This design comes from an exercise in tuning for small area and a short achievable clock period on the open sky130 flow, not from production work.
RTL that was checked went through simulation tests only; none was proved equivalent to the original.
Power and IR drop assume default switching activity.

==> job 8660: inputs <==
## mm_top
module mm_top (
  input  logic        clk,
  input  logic        rst_n,
  input  logic        i_awvalid,
  output logic        o_awready,
  input  logic [7:0]  i_awaddr,
  input  logic        i_wvalid,
  output logic        o_wready,
  input  logic [31:0] i_wdata,
  input  logic [3:0]  i_wstrb,
  output logic        o_bvalid,
  input  logic        i_bready,
  output logic [1:0]  o_bresp,
  input  logic        i_arvalid,
  output logic        o_arready,
  input  logic [7:0]  i_araddr,
  output logic        o_rvalid,
  input  logic        i_rready,
  output logic [31:0] o_rdata,
  output logic [1:0]  o_rresp
);
==> flow/config.mk <==
export PLATFORM = sky130hd
export DESIGN_NAME = mm_top
export DESIGN_NICKNAME = mm_top
export VERILOG_FILES = /design/flow/design.v
export SDC_FILE = /design/flow/constraint.sdc
export NUM_CORES = 4
export LEC_CHECK = 0
export ABC_CLOCK_PERIOD_IN_PS = 4000
export CAP_MARGIN = 20
export CORE_MARGIN = 2
export CORE_UTILIZATION = 60
export CTS_CLUSTER_DIAMETER = 100
export CTS_CLUSTER_SIZE = 24
export PLACE_DENSITY = 0.7
export SETUP_SLACK_MARGIN = 4.47
export SLEW_MARGIN = 20
export SYNTH_HIERARCHICAL = 1
==> flow/constraint.sdc <==
create_clock -name core_clock -period 8.0 [get_ports {clk}]
set_input_delay 1.6000 -clock core_clock [delete_from_list [all_inputs] [get_ports {clk}]]
set_output_delay 1.6000 -clock core_clock [all_outputs]
set_load 0.01 [all_outputs]
run.sh (not shown) runs the stock make flow with config.mk's settings and CLKGATE_MAP_FILE= SYNTH_SCRIPT=/design/flow/synth_recipe.tcl, a recipe that flattens the netlist after the stock synthesis.
==> inputs of job 9929, as changes to job 8660 <==
--- a/flow/design.v
+++ b/flow/design.v
@@ -30,17 +30,18 @@
     RESP_SLVERR = 2'b10
   } axi_resp_t;
 endpackage
 `default_nettype wire
 `default_nettype none
 module mm_dot3 (
   input  wire [7:0]  i_a0, i_a1, i_a2,
   input  wire [7:0]  i_b0, i_b1, i_b2,
-  output wire [34:0] o_st
+  output wire [15:0] o_n0,
+  output wire [15:0] o_n1
 );
   wire pp1;
   wire pp2;
   wire pp3;
   wire pp4;
   wire pp5;
   wire pp6;
   wire pp7;
@@ -560,16 +561,22 @@
   wire c521;
   wire s522;
   wire c523;
   wire s524;
   wire c525;
   wire s526;
   wire c527;
   wire s528;
+  wire c529;
+  wire s530;
+  wire c531;
+  wire s532;
+  wire c533;
+  wire s534;
   assign pp1 = ~(i_a0[0] & i_b0[0]);
   assign pp2 = ~(i_a0[0] & i_b0[1]);
   assign pp3 = ~(i_a0[0] & i_b0[2]);
   assign pp4 = ~(i_a0[0] & i_b0[3]);
   assign pp5 = ~(i_a0[0] & i_b0[4]);
   assign pp6 = ~(i_a0[0] & i_b0[5]);
   assign pp7 = ~(i_a0[0] & i_b0[6]);
   assign pp8 = i_a0[0] & i_b0[7];
@@ -908,91 +915,34 @@
   mm_fa u_s489 (.i_a(c444), .i_b(s447), .i_c(c446), .o_s(s489), .o_c(c490));
   mm_fa u_s491 (.i_a(c448), .i_b(s451), .i_c(c450), .o_s(s491), .o_c(c492));
   mm_fa u_s493 (.i_a(c452), .i_b(s455), .i_c(c454), .o_s(s493), .o_c(c494));
   mm_fa u_s495 (.i_a(c456), .i_b(s459), .i_c(s461), .o_s(s495), .o_c(c496));
   mm_fa u_s497 (.i_a(s463), .i_b(c460), .i_c(s465), .o_s(s497), .o_c(c498));
   mm_fa u_s499 (.i_a(s467), .i_b(c464), .i_c(s469), .o_s(s499), .o_c(c500));
   mm_fa u_s501 (.i_a(s471), .i_b(c468), .i_c(s473), .o_s(s501), .o_c(c502));
   assign s503 = ~(c472);
-  mm_fa u_s504 (.i_a(pp1), .i_b(pp129), .i_c(pp65), .o_s(s504), .o_c(c505));
-  mm_fa u_s506 (.i_a(pp9), .i_b(s475), .i_c(c505), .o_s(s506), .o_c(c507));
-  mm_fa u_s508 (.i_a(s421), .i_b(s506), .i_c(1'b1), .o_s(s508), .o_c(c509));
-  mm_fa u_s510 (.i_a(c476), .i_b(s425), .i_c(c507), .o_s(s510), .o_c(c511));
-  mm_fa u_s512 (.i_a(s477), .i_b(c509), .i_c(s510), .o_s(s512), .o_c(c513));
-  mm_fa u_s514 (.i_a(c478), .i_b(s429), .i_c(c511), .o_s(s514), .o_c(c515));
-  mm_fa u_s516 (.i_a(s479), .i_b(c513), .i_c(s514), .o_s(s516), .o_c(c517));
-  mm_fa u_s518 (.i_a(c480), .i_b(s433), .i_c(s481), .o_s(s518), .o_c(c519));
-  mm_fa u_s520 (.i_a(c515), .i_b(c517), .i_c(s518), .o_s(s520), .o_c(c521));
-  mm_fa u_s522 (.i_a(c482), .i_b(s437), .i_c(c519), .o_s(s522), .o_c(c523));
-  mm_fa u_s524 (.i_a(c484), .i_b(s441), .i_c(s485), .o_s(s524), .o_c(c525));
-  mm_fa u_s526 (.i_a(c470), .i_b(s501), .i_c(c500), .o_s(s526), .o_c(c527));
-  assign s528 = s503 ^ c474 ^ c502;
-  assign o_st = {c527, s528, s526, c498, s499, c466, c496, s497, c462, c494, s495, c458, s493, c492, s457, s491, c490, s453, s489, s449, c488, c525, s487, c486, s445, s524, c523, c521, s522, s483, s520, s516, s512, s508, s504};
-endmodule
-module mm_dot3_fin (
-  input  wire [34:0] i_st,
-  output wire [15:0] o_n0,
-  output wire [15:0] o_n1
-);
-  wire s1;
-  wire c2;
-  wire s3;
-  wire c4;
-  wire s5;
-  wire c6;
-  wire s7;
-  wire c8;
-  wire s9;
-  wire c10;
-  wire s11;
-  wire c12;
-  wire s13;
-  wire c14;
-  wire s15;
-  wire c16;
-  wire s17;
-  wire c18;
-  wire s19;
-  wire c20;
-  wire s21;
-  wire c22;
-  wire s23;
-  wire c24;
-  wire s25;
-  wire c26;
-  wire s27;
-  wire c28;
-  wire s29;
-  wire c30;
-  wire s31;
-  wire c32;
-  wire s33;
-  wire c34;
-  wire s35;
-  mm_fa u_s1 (.i_a(i_st[10]), .i_b(i_st[11]), .i_c(1'b1), .o_s(s1), .o_c(c2));
-  mm_fa u_s3 (.i_a(i_st[14]), .i_b(i_st[15]), .i_c(1'b1), .o_s(s3), .o_c(c4));
-  mm_fa u_s5 (.i_a(i_st[17]), .i_b(i_st[18]), .i_c(1'b1), .o_s(s5), .o_c(c6));
-  mm_fa u_s7 (.i_a(i_st[20]), .i_b(i_st[21]), .i_c(1'b1), .o_s(s7), .o_c(c8));
-  mm_fa u_s9 (.i_a(i_st[23]), .i_b(i_st[24]), .i_c(1'b1), .o_s(s9), .o_c(c10));
-  mm_fa u_s11 (.i_a(i_st[26]), .i_b(i_st[27]), .i_c(1'b1), .o_s(s11), .o_c(c12));
-  mm_fa u_s13 (.i_a(i_st[29]), .i_b(i_st[30]), .i_c(1'b1), .o_s(s13), .o_c(c14));
-  mm_fa u_s15 (.i_a(i_st[5]), .i_b(i_st[6]), .i_c(1'b1), .o_s(s15), .o_c(c16));
-  mm_fa u_s17 (.i_a(i_st[8]), .i_b(i_st[9]), .i_c(1'b1), .o_s(s17), .o_c(c18));
-  mm_fa u_s19 (.i_a(i_st[12]), .i_b(i_st[13]), .i_c(s1), .o_s(s19), .o_c(c20));
-  mm_fa u_s21 (.i_a(i_st[16]), .i_b(c2), .i_c(s3), .o_s(s21), .o_c(c22));
-  mm_fa u_s23 (.i_a(i_st[19]), .i_b(c4), .i_c(s5), .o_s(s23), .o_c(c24));
-  mm_fa u_s25 (.i_a(i_st[22]), .i_b(c6), .i_c(s7), .o_s(s25), .o_c(c26));
-  mm_fa u_s27 (.i_a(i_st[25]), .i_b(c8), .i_c(s9), .o_s(s27), .o_c(c28));
-  mm_fa u_s29 (.i_a(i_st[28]), .i_b(c10), .i_c(s11), .o_s(s29), .o_c(c30));
-  mm_fa u_s31 (.i_a(i_st[31]), .i_b(c12), .i_c(s13), .o_s(s31), .o_c(c32));
-  mm_fa u_s33 (.i_a(i_st[32]), .i_b(c14), .i_c(1'b1), .o_s(s33), .o_c(c34));
-  assign s35 = ~(i_st[33] ^ i_st[34]);
-  assign o_n0 = {s35, s33, c30, c28, c26, c24, c22, c20, c18, c16, i_st[7], i_st[4], i_st[3], i_st[2], i_st[1], i_st[0]};
-  assign o_n1 = {c34, c32, s31, s29, s27, s25, s23, s21, s19, s17, s15, 1'b1, 1'b1, 1'b1, 1'b1, 1'b1};
+  mm_fa u_s504 (.i_a(pp1), .i_b(pp129), .i_c(1'b1), .o_s(s504), .o_c(c505));
+  mm_fa u_s506 (.i_a(pp9), .i_b(s475), .i_c(s421), .o_s(s506), .o_c(c507));
+  mm_fa u_s508 (.i_a(c476), .i_b(s425), .i_c(s477), .o_s(s508), .o_c(c509));
+  mm_fa u_s510 (.i_a(c478), .i_b(s429), .i_c(s479), .o_s(s510), .o_c(c511));
+  mm_fa u_s512 (.i_a(c480), .i_b(s433), .i_c(s481), .o_s(s512), .o_c(c513));
+  mm_fa u_s514 (.i_a(c482), .i_b(s437), .i_c(s483), .o_s(s514), .o_c(c515));
+  mm_fa u_s516 (.i_a(c484), .i_b(s441), .i_c(s485), .o_s(s516), .o_c(c517));
+  mm_fa u_s518 (.i_a(s445), .i_b(c486), .i_c(s487), .o_s(s518), .o_c(c519));
+  mm_fa u_s520 (.i_a(c488), .i_b(s449), .i_c(s489), .o_s(s520), .o_c(c521));
+  mm_fa u_s522 (.i_a(s453), .i_b(c490), .i_c(s491), .o_s(s522), .o_c(c523));
+  mm_fa u_s524 (.i_a(s457), .i_b(c492), .i_c(s493), .o_s(s524), .o_c(c525));
+  mm_fa u_s526 (.i_a(c458), .i_b(s495), .i_c(c494), .o_s(s526), .o_c(c527));
+  mm_fa u_s528 (.i_a(c462), .i_b(s497), .i_c(c496), .o_s(s528), .o_c(c529));
+  mm_fa u_s530 (.i_a(c466), .i_b(s499), .i_c(c498), .o_s(s530), .o_c(c531));
+  mm_fa u_s532 (.i_a(c470), .i_b(s501), .i_c(c500), .o_s(s532), .o_c(c533));
+  assign s534 = s503 ^ c474 ^ c502;
+  assign o_n0 = {s534, s532, s530, s528, c525, c523, c521, c519, c517, c515, c513, c511, c509, c507, c505, pp65};
+  assign o_n1 = {c533, c531, c529, c527, s526, s524, s522, s520, s518, s516, s514, s512, s510, s508, s506, s504};
 endmodule
 module mm_fa (input wire i_a, i_b, i_c, output wire o_s, o_c);
   assign o_s = i_a ^ i_b ^ i_c;
   assign o_c = (i_a & i_b) | (i_a & i_c) | (i_b & i_c);
 endmodule
 module mm_ha (input wire i_a, i_b, output wire o_s, o_c);
   assign o_s = i_a ^ i_b;
   assign o_c = i_a & i_b;
@@ -1145,39 +1095,38 @@
       busy_q <= 1'b0;
       done_q <= 1'b1;
     end
   end
   always_ff @(posedge clk) begin
     if (accept) cnt_q <= 3'd0;
     else if (busy_q) cnt_q <= cnt_q + 3'd1;
   end
-  logic [34:0] dot_st;
-  logic [34:0] st_q;
-  logic [15:0] fin_n0;
-  logic [15:0] fin_n1;
+  logic [15:0] dot_n0;
+  logic [15:0] dot_n1;
+  logic [15:0] cs0_q;
+  logic [15:0] cs1_q;
   logic [15:0] sum;
   logic        ring_we;
   logic [15:0] ring_q [9];
   mm_dot3 u_dot (
     .i_a0 (a_q[0][0]),
     .i_a1 (a_q[1][0]),
     .i_a2 (a_q[2][0]),
     .i_b0 (bsel_q[0]),
     .i_b1 (bsel_q[1]),
     .i_b2 (bsel_q[2]),
-    .o_st (dot_st)
-  );
-  always_ff @(posedge clk) st_q <= dot_st;
-  mm_dot3_fin u_fin (
-    .i_st (st_q),
-    .o_n0 (fin_n0),
-    .o_n1 (fin_n1)
+    .o_n0 (dot_n0),
+    .o_n1 (dot_n1)
   );
-  assign sum     = ~(fin_n0 + fin_n1 + 16'd1);
+  always_ff @(posedge clk) begin
+    cs0_q <= dot_n0;
+    cs1_q <= dot_n1;
+  end
+  assign sum     = ~(cs0_q + cs1_q + 16'd1);
   assign ring_we = accept || busy_q;
   always_ff @(posedge clk) begin
     ring_q[0] <= ring_we ? sum : ring_q[8];
     for (int p = 1; p < 9; p++) ring_q[p] <= ring_q[p-1];
   end
   logic        arready_q;
   logic        rvalid_q;
   logic        rslverr_q;
CTS_CLUSTER_DIAMETER = not set   (was 100)
CTS_CLUSTER_SIZE = not set   (was 24)
SETUP_SLACK_MARGIN = 4.5   (was 4.47)
==> summary of the runs <==
Between job 8660 and job 9929, the lower sequential share of layout area is in job 9929 (gap 1.4 points). Between job 9929 and job 8660, the lower register-to-register slack is in job 9929 (gap 440 ps). In job 9929 the fmax is lower than in job 8660, by 9.3%. In job 8660 the via count is lower than in job 9929, by 1.8%. Between job 9929 and job 8660, the lower routed wire length is in job 8660 (gap 5.9%, measured against job 8660). Final cell count: job 8660 is lower than job 9929 (about 1.4%).
==> figures <==
item                                                            job 8660        job 9929
Result of the run                                         finished clean  finished clean
Combinational logic power                                         327 uW          246 uW
Count of instances resized after the clock tree is built             141             210
Critical path launch point                                     i_awvalid       a_q[3][7]
Worst-path maximum fanout                                              3               5
Met2 track demand over resource in global routing                  44.4%           46.8%
Clock network power share                                          32.6%           44.1%
Via count                                                          12300           12500
Peak clock frequency supported by timing                       0.283 GHz       0.257 GHz
Logic gate share of total power                                     9.1%            6.0%
CTS buffer count                                                      21              40
Nature of the critical path endpoint                          output pin        register
Placement row count                                                   65              64
Function not checked in job 8660: the RTL went through the layout flow alone.

what the ideal ports hide:
Ports are ideal in the flow. The routed layouts listed here were re-timed in OpenROAD.
Step 1 sets driving cells, clkbuf_16 on the clock port and buf_2 on the other inputs (assumed; they add their load-dependent delay and slew).
Step 2 also shifts input and output timing later by t, the mid clock arrival at the registers, as if the neighbouring blocks saw the same clock.
a / b / c = no drivers / after step 1 / after step 2; a / b = the first two.
| run | t, ns | setup slack, ns | hold WS [ns] | clock arrival spread, ns | slew at the worst register clock pin (ns) |
|---|---|---|---|---|---|
| job 8660 | 0.579 | 4.469 / 4.437 / 3.955 | 0.349 / 0.349 / 0.349 | 0.021 / 0.021 | 0.10 / 0.10 |
| job 9929 | 0.577 | 4.107 / 4.107 / 4.045 | 0.345 / 0.345 / 0.345 | 0.023 / 0.023 | 0.07 / 0.07 |
After both steps every run listed still meets setup and hold. The setup slack of job 8660, which loses most, moves by -0.032 ns with the drivers and by -0.514 ns with both steps.
